Source: an optimization exercise on an open RTL-to-GDS flow (aim: a short achievable clock period and few clock cycles per item). Production flows keep margins and buffers that such runs may drop. The RTL of this run was laid out without a check of its function. Power and IR drop assume default switching activity.

<file path="flow/run.sh">
#!/bin/bash
# synth_recipe.tcl (not shown) runs the flow's synth.tcl, then flattens the netlist and writes it again
# the make line also repeats each setting of config.mk as NAME=value (left out here)
make -C /OpenROAD-flow-scripts/flow DESIGN_CONFIG=/design/flow/config.mk WORK_HOME=/design/flow/orfs CLKGATE_MAP_FILE= SYNTH_SCRIPT=/design/flow/synth_recipe.tcl finish
</file>
<file path="flow/config.mk">
export PLATFORM = sky130hd
export DESIGN_NAME = conv_requant_packer
export DESIGN_NICKNAME = conv_requant_packer
export VERILOG_FILES = /design/flow/design.v
export SDC_FILE = /design/flow/constraint.sdc
export NUM_CORES = 4
export LEC_CHECK = 0
export ABC_CLOCK_PERIOD_IN_PS = 2000
export CAP_MARGIN = 20
export CORE_MARGIN = 2
export CORE_UTILIZATION = 40
export SETUP_SLACK_MARGIN = 5
export SLEW_MARGIN = 20
</file>
<file path="flow/constraint.sdc">
create_clock -name core_clock -period 7.5 [get_ports {clk}]
set_input_delay 1.5000 -clock core_clock [delete_from_list [all_inputs] [get_ports {clk}]]
set_output_delay 1.5000 -clock core_clock [all_outputs]
set_load 0.01 [all_outputs]
</file>
<file path="flow/design.v">
module conv_requant_packer #(
  parameter int DATA_WIDTH = 8,
  parameter int ACC_WIDTH  = 32,
  parameter int BUS_WIDTH  = 128,
  parameter int ADDR_WIDTH = 18
) (
  input  logic                  clk,
  input  logic                  rst,
  input  logic                  start,
  input  logic [ADDR_WIDTH-1:0] cfg_base_addr,
  input  logic [15:0]           cfg_scale,
  input  logic [4:0]            cfg_shift,
  input  logic [1:0]            cfg_act_mode,
  input  logic [DATA_WIDTH-1:0] cfg_clip_max,
  output logic                  busy,
  output logic                  done,
  input  logic                  in_valid,
  output logic                  in_ready,
  input  logic [ACC_WIDTH-1:0]  in_acc,
  input  logic [ACC_WIDTH-1:0]  in_bias,
  input  logic                  in_last,
  output logic                  out_valid,
  input  logic                  out_ready,
  output logic [ADDR_WIDTH-1:0] out_addr,
  output logic [BUS_WIDTH-1:0]  out_data,
  output logic                  out_last,
  output logic [15:0]           sat_count
);
  localparam int PW = 48;                        
  localparam int NB = 9;                         
  function automatic logic [2*PW-1:0] csa(input logic [PW-1:0] a, input logic [PW-1:0] b,
                                          input logic [PW-1:0] c);
    logic [PW-1:0] s, cy;
    s   = a ^ b ^ c;
    cy  = ((a & b) | (a & c) | (b & c)) << 1;
    csa = {cy, s};
  endfunction
  function automatic logic [11:0] window(input logic [PW-1:0] p, input logic [31:0] sh_oh,
                                         input logic [PW-1:0] fmask);
    logic [PW:0] p2;
    logic [9:0]  w;
    logic        fit;
    p2 = {p, 1'b0};
    for (int j = 0; j < 10; j++) w[j] = |(sh_oh & p2[j +: 32]);
    fit = &(~(p ^ {PW{p[PW-1]}}) | ~fmask);
    window = {p[PW-1], fit, w};
  endfunction
  logic busy_q, done_q, run_q, in_ready_q, first_q;
  logic [5:0] cnt_q;                    
  logic start_ok, accept, pop, out_free;
  logic [5:0] cnt_d;
  logic run_d;
  logic out_valid_q, out_last_q;
  assign start_ok = start & ~busy_q;
  assign accept   = in_valid & in_ready_q;
  assign pop      = out_valid_q & out_ready;
  assign out_free = ~out_valid_q | out_ready;
  assign busy     = busy_q;
  assign done     = done_q;
  assign in_ready = in_ready_q;
  logic room00, room10, room01, room11, room;
  always_comb begin
    case ({accept, pop})
      2'b10:   cnt_d = cnt_q + 6'd1;
      2'b01:   cnt_d = cnt_q - 6'd16;
      2'b11:   cnt_d = cnt_q - 6'd15;
      default: cnt_d = cnt_q;
    endcase
    if (start_ok) cnt_d = '0;
    room00 = (cnt_q <= 6'd31);
    room10 = (cnt_q <= 6'd30);
    room01 = (cnt_q >= 6'd16) && (cnt_q <= 6'd47);
    room11 = (cnt_q >= 6'd15) && (cnt_q <= 6'd46);
    case ({accept, pop})
      2'b10:   room = room10;
      2'b01:   room = room01;
      2'b11:   room = room11;
      default: room = room00;
    endcase
    run_d = start_ok | (run_q & ~(accept & in_last));
  end
  logic idle_q;
  always_ff @(posedge clk) begin
    if (rst) begin
      busy_q     <= 1'b0;
      idle_q     <= 1'b1;
      done_q     <= 1'b0;
      run_q      <= 1'b0;
      in_ready_q <= 1'b0;
      first_q    <= 1'b0;
      cnt_q      <= '0;
    end else begin
      busy_q     <= start_ok | (busy_q & ~done_q);
      idle_q     <= ~start_ok & (idle_q | done_q);
      done_q     <= pop & out_last_q;
      run_q      <= run_d;
      in_ready_q <= start_ok | (run_q & ~(accept & in_last) & room);
      first_q    <= start_ok;
      cnt_q      <= cnt_d;
    end
  end
  logic [15:0] scale_q;
  logic [4:0]  shift_q;
  logic [1:0]  mode_q;
  logic [7:0]  clip_q;
  always_ff @(posedge clk) begin
    if (idle_q) begin
      scale_q <= cfg_scale;
      shift_q <= cfg_shift;
      mode_q  <= cfg_act_mode;
      clip_q  <= cfg_clip_max;
    end
  end
  logic [NB-1:0] bneg_q, bone_q, btwo_q;
  logic [PW-1:0] fmask_q;                
  logic [31:0]   shoh_q;                 
  logic signed [9:0] hi_q, him1_q, lo_q, lom1_q;
  logic [7:0]    hib_q, lob_q;
  logic [PW-1:0] pmax_q, pmin_q;         
  logic [11:0]   wmax_q, wmin_q;         
  always_ff @(posedge clk) begin
    logic [17:0] y;
    logic signed [7:0] lo8, hi8;
    y = {2'b00, scale_q};
    for (int i = 0; i < NB; i++) begin
      logic ym1, y0, y1;
      ym1 = (i == 0) ? 1'b0 : y[2*i-1];
      y0  = y[2*i];
      y1  = y[2*i+1];
      bneg_q[i] <= y1 & ~(y0 & ym1);
      bone_q[i] <= y0 ^ ym1;
      btwo_q[i] <= (y1 & ~y0 & ~ym1) | (~y1 & y0 & ym1);
    end
    for (int k = 0; k < PW; k++) fmask_q[k] <= (k >= int'(shift_q) + 8);
    for (int k = 0; k < 32; k++) shoh_q[k] <= (k == int'(shift_q));
    case (mode_q)
      2'd1: begin lo8 = 8'sd0; hi8 = 8'sd127; end
      2'd2: begin
        if ($signed(clip_q) < 0) begin lo8 = $signed(clip_q); hi8 = $signed(clip_q); end
        else begin lo8 = 8'sd0; hi8 = $signed(clip_q); end
      end
      default: begin lo8 = -8'sd128; hi8 = 8'sd127; end
    endcase
    hi_q   <= 10'(hi8);
    him1_q <= 10'(hi8) - 10'sd1;
    lo_q   <= 10'(lo8);
    lom1_q <= 10'(lo8) - 10'sd1;
    hib_q  <= hi8;
    lob_q  <= lo8;
    pmax_q <= {1'b0, scale_q, 31'd0} - {32'd0, scale_q};
    pmin_q <= '0 - {1'b0, scale_q, 31'd0};
    wmax_q <= window(pmax_q, shoh_q, fmask_q);
    wmin_q <= window(pmin_q, shoh_q, fmask_q);
  end
  logic        v0, l0;
  logic [16:0] slo0;                     
  logic [15:0] ahi0, bhi0;
  always_ff @(posedge clk) begin
    slo0 <= {1'b0, in_acc[15:0]} + {1'b0, in_bias[15:0]};
    ahi0 <= in_acc[31:16];
    bhi0 <= in_bias[31:16];
    l0   <= in_last;
  end
  logic        v1, l1, ovf1, neg1;
  logic [PW-1:0] row1 [NB];
  always_ff @(posedge clk) begin
    logic [17:0] hs2;
    logic [16:0] hs;
    logic signed [31:0] x;
    logic [PW-1:0] m, row;
    hs2 = {ahi0[15], ahi0, slo0[16]} + {bhi0[15], bhi0, slo0[16]};
    hs  = hs2[17:1];
    x   = {hs[15:0], slo0[15:0]};
    for (int i = 0; i < NB; i++) begin
      m = '0;
      if (bone_q[i]) m = PW'(x);
      if (btwo_q[i]) m = PW'(x) << 1;
      if (bneg_q[i]) m = ~m;
      row = m << (2 * i);
      if (i > 0) row[2*i-2] = bneg_q[i-1];
      row1[i] <= row;
    end
    ovf1 <= hs[16] ^ hs[15];
    neg1 <= hs[16];
    l1   <= l0;
  end
  logic        v2, l2, ovf2, neg2;
  logic [PW-1:0] r2_0, r2_1, r2_2;
  always_ff @(posedge clk) begin
    logic [PW-1:0] t0, t1, t2, t3, t4, t5, u0, u1, u2, u3;
    {t1, t0} = csa(row1[0], row1[1], row1[2]);
    {t3, t2} = csa(row1[3], row1[4], row1[5]);
    {t5, t4} = csa(row1[6], row1[7], row1[8]);
    {u1, u0} = csa(t0, t1, t2);
    {u3, u2} = csa(t3, t4, t5);
    {r2_1, r2_0} <= csa(u0, u1, u2);
    r2_2 <= u3;
    ovf2 <= ovf1;
    neg2 <= neg1;
    l2   <= l1;
  end
  logic        v3, l3, ovf3, neg3;
  logic [24:0] plo3;
  logic [23:0] phi3_c0, phi3_c1;
  always_ff @(posedge clk) begin
    logic [PW-1:0] u0, u1;
    logic [24:0] h1;
    {u1, u0} = csa(r2_0, r2_1, r2_2);
    plo3    <= {1'b0, u0[23:0]} + {1'b0, u1[23:0]};
    phi3_c0 <= u0[47:24] + u1[47:24];
    h1       = {u0[47:24], 1'b1} + {u1[47:24], 1'b1};
    phi3_c1 <= h1[24:1];
    ovf3 <= ovf2;
    neg3 <= neg2;
    l3   <= l2;
  end
  logic        v4, l4;
  logic [11:0] w4;
  always_ff @(posedge clk) begin
    logic [PW-1:0] p;
    p  = {plo3[24] ? phi3_c1 : phi3_c0, plo3[23:0]};
    if (ovf3) w4 <= neg3 ? wmin_q : wmax_q;
    else      w4 <= window(p, shoh_q, fmask_q);
    l4 <= l3;
  end
  always_ff @(posedge clk) begin
    if (rst) begin
      v0 <= 1'b0; v1 <= 1'b0; v2 <= 1'b0; v3 <= 1'b0; v4 <= 1'b0;
    end else begin
      v0 <= accept; v1 <= v0; v2 <= v1; v3 <= v2; v4 <= v3;
    end
  end
  logic [7:0] q4;
  logic       sat4;
  always_comb begin
    logic signed [9:0] h;
    logic b, fit, sgn, ge_hi, le_lo, sat_p, sat_n;
    logic [7:0] inc;
    h   = {w4[9], w4[9:1]};
    b   = w4[0];
    fit = w4[10];
    sgn = w4[11];
    inc = h[7:0] + {7'd0, b};
    ge_hi = b ? (h >= him1_q) : (h >= hi_q);
    le_lo = b ? (h <= lom1_q) : (h <= lo_q);
    sat_p = b ? (h >= 10'sd127) : (h >= 10'sd128);
    sat_n = b ? (h <= -10'sd130) : (h <= -10'sd129);
    if (!fit)       q4 = sgn ? lob_q : hib_q;
    else if (ge_hi) q4 = hib_q;
    else if (le_lo) q4 = lob_q;
    else            q4 = inc;
    sat4 = ~fit | sat_p | sat_n;
  end
  logic [3:0]            idx_q;
  logic [BUS_WIDTH-1:0]  pack_q, out_data_q;
  logic                  pack_full_q, pack_last_q;
  logic [ADDR_WIDTH-1:0] naddr_q, out_addr_q;
  logic                  complete, load_out;
  logic [BUS_WIDTH-1:0]  word;
  assign complete = v4 & ((idx_q == 4'd15) | l4);
  assign load_out = out_free & (pack_full_q | complete);
  always_comb begin
    word = pack_q;
    word[idx_q*8 +: 8] = q4;
  end
  always_ff @(posedge clk) begin
    if (rst) begin
      idx_q       <= '0;
      pack_q      <= '0;
      pack_full_q <= 1'b0;
      pack_last_q <= 1'b0;
    end else if (pack_full_q) begin
      if (out_free) begin
        pack_q      <= '0;
        pack_full_q <= 1'b0;
      end
    end else if (v4) begin
      if (complete) begin
        idx_q <= '0;
        if (out_free) begin
          pack_q <= '0;
        end else begin
          pack_q      <= word;
          pack_full_q <= 1'b1;
          pack_last_q <= l4;
        end
      end else begin
        idx_q  <= idx_q + 4'd1;
        pack_q <= word;
      end
    end
  end
  always_ff @(posedge clk) begin
    if (idle_q)         naddr_q <= cfg_base_addr;
    else if (load_out)  naddr_q <= naddr_q + ADDR_WIDTH'(1);
  end
  always_ff @(posedge clk) begin
    if (rst) begin
      out_valid_q <= 1'b0;
      out_last_q  <= 1'b0;
      out_data_q  <= '0;
      out_addr_q  <= '0;
    end else if (out_free) begin
      out_valid_q <= pack_full_q | complete;
      out_last_q  <= pack_full_q ? pack_last_q : l4;
      out_data_q  <= pack_full_q ? pack_q : word;
      out_addr_q  <= naddr_q;
    end
  end
  assign out_valid = out_valid_q;
  assign out_data  = out_data_q;
  assign out_addr  = out_addr_q;
  assign out_last  = out_last_q;
  logic [15:0] sat_cnt_q;
  always_ff @(posedge clk) begin
    if (rst || first_q)                            sat_cnt_q <= '0;
    else if (v4 && sat4 && sat_cnt_q != 16'hFFFF)  sat_cnt_q <= sat_cnt_q + 16'd1;
  end
  assign sat_count = sat_cnt_q;
endmodule
</file>
==> flow_metrics.tcl <==
set metrics [dict create \
    p_switching_mw 13.7 \
    die_h_um 375 \
    grt_pass1_vias 46964 \
    pwr-share-clk_pct 19.2 \
    overflow 0 \
    start_util_pct 40.1 \
    synth-edff-count 49 \
    path_cells "ha_4, nor2b_4, o21a_1, o21ai_2, a211oi_2, o22ai_2, a22o_4, buf_6, a222oi_1, buf_4, buf_8, buf_12, o21ai_2" \
    slew_violations 0 \
    via_count 47222 \
    clk_latency_ps 790 \
    place_ws_ps 3080 \
    first_pass_iters 13 \
    status "no timing/DRC/antenna violations" \
    fin_area_um2 72400 \
    drtAntennaViolNets 0 \
    synth_warnings 2 \
    worstSetupPathType "flip-flop to flip-flop" \
    period_share_pct 38.2 \
    async_reset_ff_share_pct 0 \
    reg2reg_slack_ps 4630 \
    pwr-share-seq_pct 27.2 \
    avgViaCountPerCell 5.91 \
    layout_common_cells "dfxtp_1, nand2_1, inv_1, a22oi_1, xnor2_1" \
    critPathSlowestCell "dfxtp_4" \
    reg2reg_to "out_data_q[119]" \
    num_io_pins 286 \
    cp_max_fo 8 \
    grt_max_degree 113 \
    clock.fmax_mhz 349 \
    fin_cells 7994 \
    clk_pin_slew_ps 60 \
    arrival_ps 3510 \
    cts_hold_buf 0 \
    cpPeakStageDelay_ps 390 \
    wire_per_inst_um 24.7 \
    startpoint_type "flip-flop" \
    root_buffer "clkbuf_16" \
    combPwrFrac_pct 53.6 \
    cts.htree.levels 3 \
    drc_errors 0 \
    finalWorstSetupSlack_ps 4630 \
    swShare_pct 41.1 \
    io_buffer_count 285 \
    crit_path_frequent_cell "o21ai_2" \
    synth_area_um2 55000 \
    core_um2 137000 \
    end_kind "flip-flop" \
    worst_slew_pin_slew_ps 1280 \
    min_to "l1" \
    drtIter0Drc 5399 \
    min_path_cells 0 \
    skew_ps 50.1 \
    vdd_ir_drop_max_v 0.000387 \
    ys_seq_area_share_pct 42.7 \
    min_from "l0" \
    fin_total_pwr_mw 33.3 \
    area_delta_synth_final_pct 31.6 \
    p_per_area_nw_per_um2 460 \
    wl_um 198000 \
    power.leakage_nw 28.7 \
    syn_avg_cell_area_um2 9.59 \
    ys_ff_latch 1148 \
    hold_path_class "flip-flop to flip-flop" \
    syn-num-nets 6285 \
    grt_pass1_wl_um 293000 \
    mostFrequentLayoutCell "dfxtp_1" \
    gp_congestion 0.972 \
    setup_tns_ps 0 \
    fin_crit_ps 2870 \
    synth_top_flop_cell "dfxtp_1" \
    ys_types 76 \
    die_area_um2 140000 \
    cts.sinks 1148 \
    clk_path_buf_depth 3 \
    dp.cells 7446 \
    track_usage_pct 27.0 \
    die_w_um 375 \
    fin_nets 6649 \
    rows 136 \
    place_area_um2 59700 \
    r2r_cells 13 \
    cap_violations 0 \
    r2r-start "w4[2]" \
    relSlewSlack_pct 14.5 \
    fill_cells 11777 \
    p_int_mw 19.6 \
    finalHoldViolCount 0 \
    dp_hpwl_um 115000 \
    syn_inst 5734 \
    antenna_found_initial 5 \
    rsz0062_at_grt "true" \
    setup_viol 0 \
    drive_gt1_share_pct 28.0 \
    cts_buffers 121 \
    cp.required_ps 8140 \
    cts_tree "yes" \
]
through the flow:
| step | util (%) | hold WS [ps] |
|---|---|---|
| 2_1_floorplan | - | 310 |
| 3_3_place_gp | 43.6 | 311 |
| 3_5_place_dp | 43.6 | 313 |
| 4_1_cts | 51.1 | 326 |
| 5_1_grt | 52.8 | 328 |
| 6_report | 52.8 | 326 |
kinds of logic (layout without fill, tap and decap cells):
| group | count (synthesis) | count (layout) | share of synthesized area [%] |
|---|---|---|---|
| AOI/OAI and AO/OA | 1485 | 1485 | 18.3 |
| and+or+nand+nor | 1256 | 1261 | 10.9 |
| DFF | 1148 | 1148 | 42.7 |
| other | 0 | 4 | 0 |
| adders and majority gates | 432 | 432 | 13.2 |
| xor gates and xnor gates | 501 | 501 | 7.99 |
| muxes | 50 | 50 | 0.967 |
| buffers and inverters | 862 | 1319 | 5.93 |
cell usage after synthesis (50+ instances only):
cell type	instances	area share (%)
nand3_1	78	0.71
o32ai_1	60	0.96
nand4_1	82	0.93
a221oi_1	70	1.1
a22o_1	62	0.99
dfxtp_1	1099	40
xnor2_1	319	5.1
nand2_1	552	3.8
a22oi_1	393	5.4
o21ai_0	314	2.9
xor2_1	181	2.9
inv_1	397	2.7
a31oi_1	149	1.7
nor2_1	169	1.2
nor3_1	122	1.1
ha_1	183	4.2
clkbuf_1	400	2.7
a21oi_1	158	1.4
and2_1	50	0.57
fa_1	249	9.1
final cells by class:
class	count	area, um2	share of cell area [%]
multi-input cells	3729	32800	45.3
flip-flops and latches	1148	23900	33.0
repair buffers	698	7660	10.6
clock buffers	182	3670	5.08
well taps	1794	2240	3.10
inverters	399	1540	2.13
clock inverters	39	604	0.835
repair inverters	1	11.3	0.0156
diodes	4	10.0	0.0138
power by group through the flow:
stage / clock [mW] / combinational (mW) / sequential (mW)
after floorplan: 0 / 9.54 / 8.40
after global placement: 0 / 12.7 / 9.07
after detailed placement: 0 / 13.0 / 9.07
after CTS: 6.48 / 16.4 / 8.98
after global routing: 6.73 / 19.3 / 9.15
final: 6.40 / 17.8 / 9.04
per-layer routing:
| layer | GRT usage (%) | up-vias | wire length [um] |
|---|---|---|---|
| met5 | 0.103 | - | 13 |
| met3 | 6.12 | 793 | 17500 |
| met4 | 14.7 | 2 | 12900 |
| li1 | - | 20851 | - |
| met2 | 42.3 | 2600 | 88400 |
| met1 | 34.5 | 22976 | 78900 |
critical path: cells and delay by family (launching register included):
kind / cells / cell delay (ps)
flops: 1 / 390
fa+ha+maj: 1 / 280
simple gates: 1 / 140
compound gates: 7 / 1280
buf+inv: 4 / 670
registers in the layout, indices dropped and copies added, names as in the netlist, 17 cells and up:
signal,flops
row1,304
out_addr_q,18
r2_1,44
out_data_q,128
phi3_c1,24
slo0,17
r2_2,36
fmask_q,47
r2_0,48
pmax_q,47
pack_q,128
naddr_q,18
shoh_q,32
phi3_c0,24
plo3,25
how the worst max path moves through the flow:
stage          startpoint              end  slack [ps]  cells past startpoint
6_report            w4[2]  out_data_q[119]        4630                     13
5_1_grt           lo_q[5]   out_data_q[23]        4550                     14
4_1_cts           r2_1[3]         plo3[22]        4550                     12
3_5_place_dp    out_ready   out_data_q[51]        3080                      7
3_3_place_gp    out_ready   out_data_q[40]        3130                      7
2_1_floorplan   in_acc[1]         slo0[15]        4190                      9
timing repair:
item                        CTS  global route
gates resized for setup    1811           383
hold endpoints to repair      0             0
buffers inserted            192            77
gates cloned                 41            12
setup endpoints to repair   644           600
pin swaps                   354           264

==> what the ideal ports hide <==
No port has a modelled driver above. Below, the same layout with a new extraction and two added sets of constraints.
Step 1 sets driving cells, clkbuf_16 on the clock port and buf_2 on the other inputs (assumed; they add their load-dependent delay and slew).
Step 2 also shifts input and output timing later by t, the mid clock arrival at the registers, as if the neighbouring blocks saw the same clock.
Slacks: no drivers / after step 1 / after step 2; pairs: no drivers / after step 1.
t, ns: 0.843
setup slack, ns: 4.631 / 4.612 / 3.908
clock arrival spread, ns: 0.051 / 0.051
cell pins on the clock port's net: 1
After both steps this run still meets setup and hold. The setup slack of this run moves by -0.019 ns with the drivers and by -0.723 ns with both steps.
